This design comes from an exercise in tuning for small area and a short achievable clock period on the open sky130 flow, not from production work.
The RTL was checked by simulation tests, not by an equivalence proof against the original design.
Power figures rest on the tool's default switching activity, not on a simulated workload.

==> flow/design.v <==
module data_memory_sized #(
    parameter int DEPTH       = 32,
    parameter int ADDR_W      = 64,
    parameter int WAIT_CYCLES = 1
) (
    input  logic              clk,
    input  logic              reset,
    input  logic              req_valid,
    output logic              req_ready,
    input  logic              req_wr,
    input  logic [ADDR_W-1:0] req_addr,
    input  logic [1:0]        req_size,
    input  logic              req_unsigned,
    input  logic [63:0]       req_wdata,
    output logic              resp_valid,
    output logic [63:0]       resp_rdata,
    output logic              resp_err
);
    localparam int IDX_W = $clog2(DEPTH);
    logic idle_q, wait_q, exec_q, resp_q, busy_q;
    always_ff @(posedge clk or posedge reset) begin
        if (reset) begin
            idle_q <= 1'b1;
            wait_q <= 1'b0;
            exec_q <= 1'b0;
            resp_q <= 1'b0;
            busy_q <= 1'b0;
        end else begin
            idle_q <= ~(wait_q | exec_q | (idle_q & req_valid));
            wait_q <= idle_q & req_valid;
            exec_q <= wait_q;
            resp_q <= exec_q;
            busy_q <= wait_q | exec_q | (~busy_q & req_valid);
        end
    end
    assign req_ready  = ~busy_q;
    assign resp_valid = resp_q;
    logic [DEPTH-1:0][63:0] mem_q;
    logic [DEPTH-1:0]       vld_q;
    logic             mis_in;
    logic             oor_in;
    always_comb begin
        case (req_size)
            2'd1:    mis_in = req_addr[0];
            2'd2:    mis_in = |req_addr[1:0];
            2'd3:    mis_in = |req_addr[2:0];
            default: mis_in = 1'b0;
        endcase
    end
    assign oor_in = |req_addr[ADDR_W-1:IDX_W+3];
    logic [7:0] be_in;
    logic [3:0] keep_in;
    always_comb begin
        for (int j = 0; j < 8; j++) begin
            case (req_size)
                2'd0:    be_in[j] = (req_addr[2:0] == j[2:0]);
                2'd1:    be_in[j] = (req_addr[2:1] == j[2:1]);
                2'd2:    be_in[j] = (req_addr[2] == j[2]);
                default: be_in[j] = 1'b1;
            endcase
        end
        for (int g = 0; g < 4; g++) begin
            keep_in[g] = ~(req_wr & be_in[2*g] & be_in[2*g+1]);
        end
    end
    logic [63:0]      wd1_q;
    logic [4*DEPTH-1:0] rsel1_q;      
    logic [IDX_W-1:0] idx1_q;
    logic [2:0]       off1_q;
    logic [1:0]       size1_q;
    logic             uns1_q;
    logic             wr1_q;
    logic             err1_q;
    always_ff @(posedge clk) begin
        wd1_q   <= req_wdata;
        off1_q  <= req_addr[2:0];
        size1_q <= req_size;
        uns1_q  <= req_unsigned;
        wr1_q   <= req_wr;
        err1_q  <= oor_in | mis_in;
        idx1_q  <= req_addr[IDX_W+2:3];
        for (int g = 0; g < 4; g++) begin
            for (int w = 0; w < DEPTH; w++) begin
                rsel1_q[g*DEPTH+w] <= (req_addr[IDX_W+2:3] == w[IDX_W-1:0]) & vld_q[w] & keep_in[g];
            end
        end
    end
    logic [DEPTH-1:0]       wsel_q;    
    logic [63:0]            m_q;       
    always_ff @(posedge clk or posedge reset) begin
        if (reset) begin
            vld_q <= '0;
        end else begin
            vld_q <= vld_q | wsel_q;
        end
    end
    always_ff @(posedge clk) begin
        for (int w = 0; w < DEPTH; w++) begin
            if (wsel_q[w]) begin
                mem_q[w] <= m_q;
            end
        end
    end
    logic [63:0] old;
    always_comb begin
        logic [63:0] acc;
        acc = 64'd0;
        for (int w = 0; w < DEPTH; w++) begin
            logic [63:0] word, rs;
            word = mem_q[w];
            for (int g = 0; g < 4; g++) rs[16*g +: 16] = {16{rsel1_q[g*DEPTH+w]}};
            acc = acc | (word & rs);
        end
        old = acc;
    end
    logic [63:0] merged;
    always_comb begin
        for (int j = 0; j < 8; j++) begin
            logic [2:0] src;
            logic       be;
            case (size1_q)
                2'd0:    begin src = 3'd0;           be = (off1_q == j[2:0]);      end
                2'd1:    begin src = {2'b00, j[0]};  be = (off1_q[2:1] == j[2:1]); end
                2'd2:    begin src = {1'b0, j[1:0]}; be = (off1_q[2] == j[2]);     end
                default: begin src = j[2:0];         be = 1'b1;                    end
            endcase
            merged[8*j +: 8] = (wr1_q && be) ? wd1_q[8*src +: 8] : old[8*j +: 8];
        end
    end
    logic [7:0] o8_q;      
    logic [3:0] o4_q;      
    logic       o2_q;      
    logic [1:0] size2_q;
    logic       uns2_q;
    logic       zero2_q;   
    logic       err2_q;
    always_ff @(posedge clk or posedge reset) begin
        if (reset) begin
            wsel_q <= '0;
        end else begin
            for (int w = 0; w < DEPTH; w++) begin
                wsel_q[w] <= wait_q & wr1_q & ~err1_q & (idx1_q == w[IDX_W-1:0]);
            end
        end
    end
    always_ff @(posedge clk) begin
        m_q     <= merged;
        for (int k = 0; k < 8; k++) o8_q[k] <= (off1_q == k[2:0]);
        for (int k = 0; k < 4; k++) o4_q[k] <= (off1_q[2:1] == k[1:0]);
        o2_q    <= off1_q[2];
        size2_q <= size1_q;
        uns2_q  <= uns1_q;
        zero2_q <= wr1_q | err1_q;
        err2_q  <= err1_q;
    end
    logic [63:0] loaded;
    always_comb begin
        logic [7:0] b0, b1, b2, b3, fill;
        logic       sgn;
        b0 = 8'd0;
        for (int k = 0; k < 8; k++) b0 = b0 | (m_q[8*k +: 8] & {8{o8_q[k]}});
        b1 = 8'd0;
        for (int k = 0; k < 4; k++) b1 = b1 | (m_q[16*k+8 +: 8] & {8{o4_q[k]}});
        b2 = o2_q ? m_q[55:48] : m_q[23:16];
        b3 = o2_q ? m_q[63:56] : m_q[31:24];
        case (size2_q)
            2'd0:    sgn = b0[7];
            2'd1:    sgn = b1[7];
            default: sgn = b3[7];
        endcase
        fill = (uns2_q || size2_q == 2'd3) ? 8'd0 : {8{sgn}};
        loaded[7:0]   = b0;
        loaded[15:8]  = (size2_q != 2'd0) ? b1 : fill;
        loaded[31:16] = size2_q[1] ? {b3, b2} : {fill, fill};
        loaded[63:32] = (size2_q == 2'd3) ? m_q[63:32] : {4{fill}};
        if (zero2_q) loaded = 64'd0;
    end
    logic [63:0] rdata_q;
    logic        rerr_q;
    always_ff @(posedge clk) begin
        rdata_q <= loaded;
        rerr_q  <= err2_q;
    end
    assign resp_rdata = rdata_q;
    assign resp_err   = rerr_q;
endmodule
Settings: LEC_CHECK=0, CAP_MARGIN=20, CORE_MARGIN=2, CORE_UTILIZATION=55, CTS_CLUSTER_DIAMETER=60, CTS_CLUSTER_SIZE=30, PLACE_DENSITY=0.65, SETUP_SLACK_MARGIN=3.6, SLEW_MARGIN=20; clock period 5.5 ns.
run.sh (not shown) runs the stock make flow with config.mk's settings and CLKGATE_MAP_FILE= SYNTH_SCRIPT=/design/flow/synth_recipe.tcl, a recipe that flattens the netlist after the stock synthesis.
The starting point finished clean.
==> next run, changes <==
Settings changed: CORE_UTILIZATION 55 to 60, PLACE_DENSITY 0.65 to 0.7, SETUP_SLACK_MARGIN 3.6 to 3.4.
Sequential share of layout area rose by 1.5 points.
Critical path depth rose by 1.
Synthesized cell count does not change.
Final area fell by about 2%.
Power rose by about 1.6%.
Clock-buffer cell count rose by 8.
Sequential power is about the same.
Area after synthesis stays the same.
Setup slack gets better by 0.035 ns.
Core utilization rose by 4.8 points.
Routed wire length fell by about 5.6%.

## static timing again, ports no longer ideal
Ports are ideal in the flow. The routed layouts listed here were re-timed in OpenROAD. Step 1 assumes that a clkbuf_16 drives the clock port and a buf_2 every other input. Step 2 also shifts input and output timing later by t, the mid clock arrival at the registers, as if the neighbouring blocks saw the same clock. a / b / c = no drivers / after step 1 / after step 2; a / b = the first two.
run	t, ns	setup slack, ns	worst setup path after step 2	latest minus earliest clock arrival (ns)
the first run	0.891	2.982 / 2.898 / 2.683	input to register	0.054 / 0.053
the second run	0.907	3.017 / 2.933 / 2.455	input to register	0.045 / 0.045
After both steps setup and hold are still met in every run listed. The setup slack of the second run, which loses most, moves by -0.084 ns with the drivers and by -0.562 ns with both steps.
